This design comes from an exercise in tuning for small area, a short achievable clock period and few clock cycles per item on the open sky130 flow, not from production work. Where RTL was checked, it was by simulation tests only, not by an equivalence proof against the original.

// knight_blocked_lattice_path_count
module knight_blocked_lattice_path_count (
	input  logic               clk,
	input  logic               arst_n,
	input  logic               in_valid,
	output logic               in_stall,
	input  logic [COORD_W-1:0] target_x,
	input  logic [COORD_W-1:0] target_y,
	input  logic [COORD_W-1:0] knight_x,
	input  logic [COORD_W-1:0] knight_y,
	output logic               out_valid,
	input  logic               out_stall,
	output logic [COUNT_W-1:0] path_count
);
For scale: roughly 85 I/O pins, roughly 120,000 um2 of cells after synthesis.
make LEC_CHECK=0 CAP_MARGIN=20 CORE_MARGIN=2 CORE_UTILIZATION=40 CTS_CLUSTER_DIAMETER=60 CTS_CLUSTER_SIZE=30 PLACE_DENSITY=0.6 SETUP_SLACK_MARGIN=3.6 SLEW_MARGIN=20 finish   # period 6.0 ns
run.sh (not shown) runs the stock make flow with config.mk's settings and CLKGATE_MAP_FILE= SYNTH_SCRIPT=/design/flow/synth_recipe.tcl, a recipe that flattens the netlist after the stock synthesis.
Next try:
CTS_CLUSTER_DIAMETER = unset   (was 60)
CTS_CLUSTER_SIZE = unset   (was 30)
Effect: The changed run ran to the end with no violations. First-iteration DRC count falls by 7.4%. Routed wire length is higher by 1.2%. Synthesized cell count does not change. Via count climbs by 0.72%. Worst setup slack improved by 45 ps. Clock skew barely changes.
No run of this note included a check of the RTL's function; only the layout flow was run.


## job 5932
Another version of the RTL of knight_blocked_lattice_path_count (not shown whole).
For scale: roughly 12000 cells after synthesis, ~2600 flip-flops, roughly 85 I/O pins.
Settings: LEC_CHECK=0, CAP_MARGIN=20, CORE_MARGIN=2, CORE_UTILIZATION=40, PLACE_DENSITY=0.6, SETUP_SLACK_MARGIN=3.55, SLEW_MARGIN=20; clock period 6.0 ns.
### job 5932 -> job 9951
# job 5932
export LEC_CHECK = 0
export CAP_MARGIN = 20
export CORE_MARGIN = 2
export CORE_UTILIZATION = 40
export PLACE_DENSITY = 0.6
export SETUP_SLACK_MARGIN = 3.55
export SLEW_MARGIN = 20
create_clock -name core_clock -period 6.0 [get_ports {clk}]
# job 9951
export LEC_CHECK = 0
export CAP_MARGIN = 20
export CORE_MARGIN = 2
export CORE_UTILIZATION = 40
export PLACE_DENSITY = 0.6
export SETUP_SLACK_MARGIN = 3.3
export SLEW_MARGIN = 20
create_clock -name core_clock -period 6.0 [get_ports {clk}]
- Every run (job 9951 and job 5932) finished clean.
- As far as count of placed standard cells in the final layout, fillers left out is concerned, job 9951 and job 5932 perform about the same.
- Routed wire length was higher in job 9951 than in job 5932.
Function was not checked in any run of this note: the RTL went through the layout flow alone.


## wip/nickel
knight_blocked_lattice_path_count, a different RTL version from the one above (not shown whole).
For scale: roughly 9100 cells after synthesis, roughly 3100 flip-flops, ~85 I/O pins.
make LEC_CHECK=0 CAP_MARGIN=20 CORE_MARGIN=2 CORE_UTILIZATION=50 CTS_CLUSTER_DIAMETER=110 CTS_CLUSTER_SIZE=24 PLACE_DENSITY=0.7 SETUP_SLACK_MARGIN=3.4 SLEW_MARGIN=20 finish   # period 6.0 ns
Testbench counts of wip/nickel, summed over its fixed seeds: cycles 17,016, items 1,600.
Modified inputs, wip/garnet compared to wip/nickel
Settings: CORE_UTILIZATION: 50 -> 40; PLACE_DENSITY: 0.7 -> 0.6.
Notes after the runs:
wip/garnet: worst-case setup margin in the final layout is 0.012 ns lower than what wip/nickel reported. wip/nickel → wip/garnet: area overhead of the layout relative to synthesis picked up an extra 1.1 points, transition time at the pin with the least slew margin now sits lower, share of cells above drive strength 1 was more or less identical, wire length of the first global-routing pass rose 1.6%.
## Diff of input files: wip/willow against wip/garnet
Settings: PLACE_DENSITY now 0.7, was 0.6; CORE_UTILIZATION now 50, was 40; SETUP_SLACK_MARGIN now 3.0, was 3.4.
Notes after the runs:
Summary of the comparison: cell count after placement is lower in wip/willow, relative to wip/garnet. Final cell count in wip/willow is 800 below wip/garnet. Compared to wip/garnet, wip/willow shows a narrower setup margin.
## Diff of input files: wip/onyx against wip/willow
Settings: SETUP_SLACK_MARGIN now 3.2, was 3.0.
### Flow results
wip/onyx vs. wip/willow: total wire length shows an increase of 0.35%; critical path depth shows an increase of 6. [compare] base=wip/willow new=wip/onyx: post-CTS repair timing setup buffer count went down by 1, sequential cell count was more or less identical, global routing met3 resource utilization went down by 0.15 points, synthesis-to-layout area growth was more or less identical. Relative to wip/willow, minimum setup slack in the final design increased by 0.073 ns in wip/onyx. First-iteration DRC count: wip/onyx vs wip/willow up 109. In wip/onyx, the total length of routed met3 wires came out about 5% below the value in wip/willow.

static timing again, ports no longer ideal:
The results above use ideal ports. As a check the final layouts listed here were re-extracted and re-timed, cells and wires unchanged. Step 1, drivers: a clkbuf_16 drives clk and a buf_2 each remaining input, both assumed. Step 2, shift: input delay + t, output delay - t, t = (earliest + latest rising clock arrival at the registers) / 2. This alone moves slack from input paths to output paths. a / b / c = ideal / step 1 / step 2; a / b = the first two.
run	t (ns)	setup WS [ns]	worst register clock-pin slew, ns	pins driven straight from the clock port
the first run of note 1	0.938	3.273 / 3.184 / 2.935	0.10 / 0.10	1
the second run of note 1	0.936	3.318 / 3.232 / 2.944	0.07 / 0.07	1
job 5932	0.968	3.365 / 3.267 / 3.004	0.06 / 0.06	1
job 9951	0.922	3.371 / 3.273 / 2.530	0.06 / 0.06	1
wip/nickel	0.899	3.410 / 3.325 / 2.580	0.10 / 0.10	1
wip/garnet	0.919	3.398 / 3.307 / 2.590	0.10 / 0.10	1
wip/willow	0.893	3.073 / 2.990 / 2.312	0.10 / 0.10	1
wip/onyx	0.897	3.146 / 3.195 / 2.312	0.10 / 0.10	1
After both steps every run listed still meets setup and hold. The setup slack of job 9951, which loses most, moves by -0.098 ns with the drivers and by -0.841 ns with both steps.
